Background: an optimization exercise with open tools, aiming at small area, a short achievable clock period and few clock cycles per item. Do not read the settings as production practice. Only simulation tests tie the RTL to the original design; equivalence was not proved. Power figures rest on the tool's default switching activity, not on a simulated workload.

## pkt_loopback_top
module pkt_loopback_top #(
  parameter int FIFO_DEPTH = 8,
  parameter int MAX_BEATS  = 16
) (
  input  logic  rd_clk,
  input  logic  rd_rst_n,
  input  logic  rx_valid,
  output logic  rx_ready,
  input  pkt_pkg::beat_t rx_beat,
  input  logic  tx_enable,
  input  logic  tx_ready,
  output logic  tx_valid,
  output pkt_pkg::beat_t tx_beat
);
  localparam int N  = MAX_BEATS;
  localparam int PW = $clog2(N);
  localparam int CW = $clog2(N + 1);
  localparam int EW = pkt_pkg::DATA_W + pkt_pkg::EMPTY_W + 1;
  logic [EW-1:0] ring [0:N-1];
  logic [PW-1:0] dh;        
  logic          dh0;       
  logic [PW-1:0] dt;        
  logic [CW-1:0] count;     
  logic [CW-1:0] ccount;    
  logic          rdy_n;     
  logic          tv;        
  pkt_pkg::beat_t ob;       
  logic          drop;      
  logic          last_eop;  
  logic          en_seen;   
  logic          empty;
  logic          one;
  logic          full;
  logic          ccnz;
  logic          cc_one;
  logic          dt1;
  logic          ovf;
  logic          acc;
  logic          store;     
  logic          discard;
  logic          commit;
  logic          take;      
  logic          fire;
  logic          new_head;
  logic          drop_nxt;
  logic          high;      
  logic [CW-1:0] count_nxt;
  logic [pkt_pkg::DATA_W-1:0] rd_data;
  logic [pkt_pkg::DATA_W-1:0] rd_inc;
  logic          rdy_0;
  logic          rdy_s;
  logic          rdy_t;
  logic          rdy_st;
  logic [EW-1:0] wr_ent;
  assign empty   = (count == '0);
  assign one     = (count == CW'(1));
  assign full    = (count == CW'(N));
  assign high    = (count >= CW'(N - 1));
  assign ccnz    = (ccount != '0);
  assign cc_one  = (ccount == CW'(1));
  assign dt1     = (dt == PW'(1));
  assign ovf     = full && !ccnz;
  assign acc     = rx_valid && !rdy_n;
  assign store   = acc && !drop && !ovf;
  assign discard = acc && !drop && ovf;
  assign commit  = store && rx_beat.eop;
  assign fire    = tv && tx_ready;
  assign take    = dh0 && en_seen && (!tv || tx_ready) && !empty &&
                   (ccnz || commit);
  assign new_head = store && (empty || (take && one));
  assign drop_nxt = (acc && (drop || ovf)) ? !rx_beat.eop : drop;
  ...
For scale: roughly 150 I/O pins.
==> module pkt_loopback_top, before the edit <==
module pkt_loopback_top #(
  parameter int FIFO_DEPTH = 8,
  parameter int MAX_BEATS  = 16
) (
  input  logic  rd_clk,
  input  logic  rd_rst_n,
  input  logic  rx_valid,
  output logic  rx_ready,
  input  pkt_pkg::beat_t rx_beat,
  input  logic  tx_enable,
  input  logic  tx_ready,
  output logic  tx_valid,
  output pkt_pkg::beat_t tx_beat
);
  localparam int N  = MAX_BEATS;
  localparam int PW = $clog2(N);
  localparam int CW = $clog2(N + 1);
  localparam int EW = pkt_pkg::DATA_W + pkt_pkg::EMPTY_W + 1;
  logic [EW-1:0] ring [0:N-1];
  logic [PW-1:0] dh;        
  logic          dh0;       
  logic [PW-1:0] dt;        
  logic [CW-1:0] count;     
  logic [CW-1:0] ccount;    
  logic          rdy_n;     
  logic          tv;        
  pkt_pkg::beat_t ob;       
  logic          drop;      
  logic          last_eop;  
  logic          en_seen;   
  logic          empty;
  logic          one;
  logic          full;
  logic          ccnz;
  logic          cc_one;
  logic          dt1;
  logic          ovf;
  logic          acc;
  logic          store;     
  logic          discard;
  logic          commit;
  logic          take;      
  logic          fire;
  logic          new_head;
  logic          drop_nxt;
  logic          high;      
  logic [CW-1:0] count_nxt;
  logic [pkt_pkg::DATA_W-1:0] rd_data;
  logic [pkt_pkg::DATA_W-1:0] rd_inc;
  logic          rdy_0;
  logic          rdy_s;
  logic          rdy_t;
  logic          rdy_st;
  logic [EW-1:0] wr_ent;
  assign empty   = (count == '0);
  assign one     = (count == CW'(1));
  assign full    = (count == CW'(N));
  assign high    = (count >= CW'(N - 1));
  assign ccnz    = (ccount != '0);
  assign cc_one  = (ccount == CW'(1));
  assign dt1     = (dt == PW'(1));
  assign ovf     = full && !ccnz;
  assign acc     = rx_valid && !rdy_n;
  assign store   = acc && !drop && !ovf;
  assign discard = acc && !drop && ovf;
  assign commit  = store && rx_beat.eop;
  assign fire    = tv && tx_ready;
  assign take    = dh0 && en_seen && (!tv || tx_ready) && !empty &&
                   (ccnz || commit);
  assign new_head = store && (empty || (take && one));
  assign drop_nxt = (acc && (drop || ovf)) ? !rx_beat.eop : drop;
  always_comb begin
    count_nxt = count;
    if (discard) begin
      count_nxt = '0;
    end else if (store && !take) begin
      count_nxt = count + 1'b1;
    end else if (take && !store) begin
      count_nxt = count - 1'b1;
    end
  end
  assign rdy_0  = (full && !ccnz) || (!full && (empty || dt1));
  assign rdy_s  = !high || (!ccnz && !rx_beat.eop);
  assign rdy_t  = one || dt1;
  assign rdy_st = !full || !(rx_beat.eop || (ccnz && !cc_one));
  assign wr_ent = {rx_beat.eop,
                   rx_beat.eop ? rx_beat.empty : pkt_pkg::EMPTY_W'(0),
                   rx_beat.data};
  always_ff @(posedge rd_clk or negedge rd_rst_n) begin
    if (!rd_rst_n) begin
      dh       <= '0;
      dh0      <= 1'b1;
      dt       <= '0;
      count    <= '0;
      ccount   <= '0;
      rdy_n    <= 1'b0;
      tv       <= 1'b0;
      drop     <= 1'b0;
      last_eop <= 1'b1;
      en_seen  <= 1'b0;
    end else begin
      if (new_head) begin
        dh  <= PW'(N - 2);
        dh0 <= 1'b0;
      end else if (take) begin
        dh  <= '0;
        dh0 <= 1'b1;
      end else begin
        dh  <= dh - 1'b1;
        dh0 <= (dh == PW'(1));
      end
      if (store || discard || (take && one) || empty) begin
        dt <= '0;
      end else begin
        dt <= dt - 1'b1;
      end
      count <= count_nxt;
      if (commit) begin
        ccount <= count_nxt;
      end else if (take) begin
        ccount <= ccount - 1'b1;
      end
      if (drop_nxt || discard) begin
        rdy_n <= 1'b0;
      end else begin
        case ({store, take})
          2'b00:   rdy_n <= !rdy_0;
          2'b10:   rdy_n <= !rdy_s;
          2'b01:   rdy_n <= !rdy_t;
          default: rdy_n <= !rdy_st;
        endcase
      end
      tv       <= take || (tv && !tx_ready);
      en_seen  <= en_seen || tx_enable;
      drop     <= drop_nxt;
      if (take) begin
        last_eop <= ring[1][EW-1];
      end
    end
  end
  assign rd_data = ring[1][pkt_pkg::DATA_W-1:0];
  always_comb begin
    logic [pkt_pkg::DATA_W-1:0] pre;
    pre = rd_data;
    for (int l = 1; l < pkt_pkg::DATA_W; l = l * 2) begin
      for (int i = 0; i < pkt_pkg::DATA_W; i++) begin
        if ((i / l) % 2 == 1) begin
          pre[i] = pre[i] & pre[(i / l) * l - 1];
        end
      end
    end
    rd_inc = rd_data ^ {pre[pkt_pkg::DATA_W-2:0], 1'b1};
  end
  always_ff @(posedge rd_clk) begin
    for (int i = 0; i < N - 1; i++) begin
      ring[i] <= ring[i+1];
    end
    ring[N-1] <= store ? wr_ent : ring[0];
  end
  always_ff @(posedge rd_clk or negedge rd_rst_n) begin
    if (!rd_rst_n) begin
      ob <= '0;
    end else if (take) begin
      ob <= {last_eop, ring[1][EW-1:pkt_pkg::DATA_W], rd_inc};
    end else if (fire) begin
      ob <= '0;
    end
  end
  assign rx_ready = !rdy_n;
  assign tx_valid = tv;
  assign tx_beat  = ob;
endmodule
export LEC_CHECK = 0
export ABC_CLOCK_PERIOD_IN_PS = 2000
export CAP_MARGIN = 20
export CORE_MARGIN = 2
export CORE_UTILIZATION = 40
export CTS_CLUSTER_DIAMETER = 100
export CTS_CLUSTER_SIZE = 28
export SETUP_SLACK_MARGIN = 3.15
export SLEW_MARGIN = 20
create_clock -name core_clock -period 5.5 [get_ports {rd_clk}]
standard.sh (not shown) runs the stock make flow with config.mk's settings and CLKGATE_MAP_FILE= SYNTH_SCRIPT=/design/flow/synth_recipe.tcl, a recipe that flattens the netlist after the stock synthesis.
==> flow/flow/run.sh <==
#!/bin/bash
# The standard layout, with the port buffers made from buf_2 cells
# instead of the delay buffers buffer_ports picks by default.
set -euo pipefail
export BUFFER_PORTS_ARGS="-buffer_cell sky130_fd_sc_hd__buf_2"
bash standard.sh > standard_flow.log 2>&1
Testbench counts at the start, summed over its fixed seeds: cycles 14,877, items 14,749.
Then changed:
--- a/flow/design.v
+++ b/flow/design.v
@@ -39,12 +39,13 @@
   logic [PW-1:0] dh;        
   logic          dh0;       
   logic [PW-1:0] dt;        
   logic [CW-1:0] count;     
   logic [CW-1:0] ccount;    
   logic          rdy_n;     
+  logic          wsel_n;    
   logic          tv;        
   pkt_pkg::beat_t ob;       
   logic          drop;      
   logic          last_eop;  
   logic          en_seen;   
   logic          empty;
@@ -67,12 +68,14 @@
   logic [pkt_pkg::DATA_W-1:0] rd_data;
   logic [pkt_pkg::DATA_W-1:0] rd_inc;
   logic          rdy_0;
   logic          rdy_s;
   logic          rdy_t;
   logic          rdy_st;
+  logic          wsel_s;
+  logic          wsel_t;
   logic [EW-1:0] wr_ent;
   assign empty   = (count == '0);
   assign one     = (count == CW'(1));
   assign full    = (count == CW'(N));
   assign high    = (count >= CW'(N - 1));
   assign ccnz    = (ccount != '0);
@@ -99,23 +102,26 @@
     end
   end
   assign rdy_0  = (full && !ccnz) || (!full && (empty || dt1));
   assign rdy_s  = !high || (!ccnz && !rx_beat.eop);
   assign rdy_t  = one || dt1;
   assign rdy_st = !full || !(rx_beat.eop || (ccnz && !cc_one));
+  assign wsel_s = (count != CW'(N - 1));
+  assign wsel_t = one || dt1;
   assign wr_ent = {rx_beat.eop,
                    rx_beat.eop ? rx_beat.empty : pkt_pkg::EMPTY_W'(0),
                    rx_beat.data};
   always_ff @(posedge rd_clk or negedge rd_rst_n) begin
     if (!rd_rst_n) begin
       dh       <= '0;
       dh0      <= 1'b1;
       dt       <= '0;
       count    <= '0;
       ccount   <= '0;
       rdy_n    <= 1'b0;
+      wsel_n   <= 1'b0;
       tv       <= 1'b0;
       drop     <= 1'b0;
       last_eop <= 1'b1;
       en_seen  <= 1'b0;
     end else begin
       if (new_head) begin
@@ -146,12 +152,22 @@
           2'b00:   rdy_n <= !rdy_0;
           2'b10:   rdy_n <= !rdy_s;
           2'b01:   rdy_n <= !rdy_t;
           default: rdy_n <= !rdy_st;
         endcase
       end
+      if (discard) begin
+        wsel_n <= 1'b0;
+      end else begin
+        case ({store, take})
+          2'b00:   wsel_n <= !(!full && (empty || dt1));
+          2'b10:   wsel_n <= !wsel_s;
+          2'b01:   wsel_n <= !wsel_t;
+          default: wsel_n <= full;
+        endcase
+      end
       tv       <= take || (tv && !tx_ready);
       en_seen  <= en_seen || tx_enable;
       drop     <= drop_nxt;
       if (take) begin
         last_eop <= ring[1][EW-1];
       end
@@ -171,13 +187,13 @@
     rd_inc = rd_data ^ {pre[pkt_pkg::DATA_W-2:0], 1'b1};
   end
   always_ff @(posedge rd_clk) begin
     for (int i = 0; i < N - 1; i++) begin
       ring[i] <= ring[i+1];
     end
-    ring[N-1] <= store ? wr_ent : ring[0];
+    ring[N-1] <= wsel_n ? ring[0] : wr_ent;
   end
   always_ff @(posedge rd_clk or negedge rd_rst_n) begin
     if (!rd_rst_n) begin
       ob <= '0;
     end else if (take) begin
       ob <= {last_eop, ring[1][EW-1:pkt_pkg::DATA_W], rd_inc};
After rerunning: The changed run finished clean; final area went up by 1.9%; first-iteration DRC count is higher by 14%; synthesized cell count decreases by 3.2%; global-route usage is higher by 0.34 points; non-clock buffer count increases by 30; setup slack is worse by 0.049 ns; clock power goes down by about 2%; via count grows by 2.9%; clock skew is about the same; die area rises by 1.9%; core utilization shrinks by 0.10 points; routed wire length went up by 5.2%.
Testbench counts after the change, summed over its fixed seeds: cycles 14,877, items 14,749.

## re-timing with driven ports
No port has a modelled driver above. Below, the same layouts with a new extraction and two added sets of constraints.
Step 1 assumes that a clkbuf_16 drives the clock port and a buf_2 every other input.
Step 2 adds t to the input delays and takes it off the output delays; t is the mean of the earliest and latest rising clock arrival at the registers after step 1. Input paths then give back, and output paths get back, about the clock's delay inside the block.
a / b / c = no drivers / after step 1 / after step 2; a / b = the first two.
run	shift t [ns]	setup slack, ns	hold WS [ns]
the first run	0.658	3.196 / 3.141 / 2.580	0.319 / 0.319 / 0.319
the second run	0.664	3.147 / 3.089 / 2.531	0.311 / 0.311 / 0.311
After both steps every run listed still meets setup and hold.
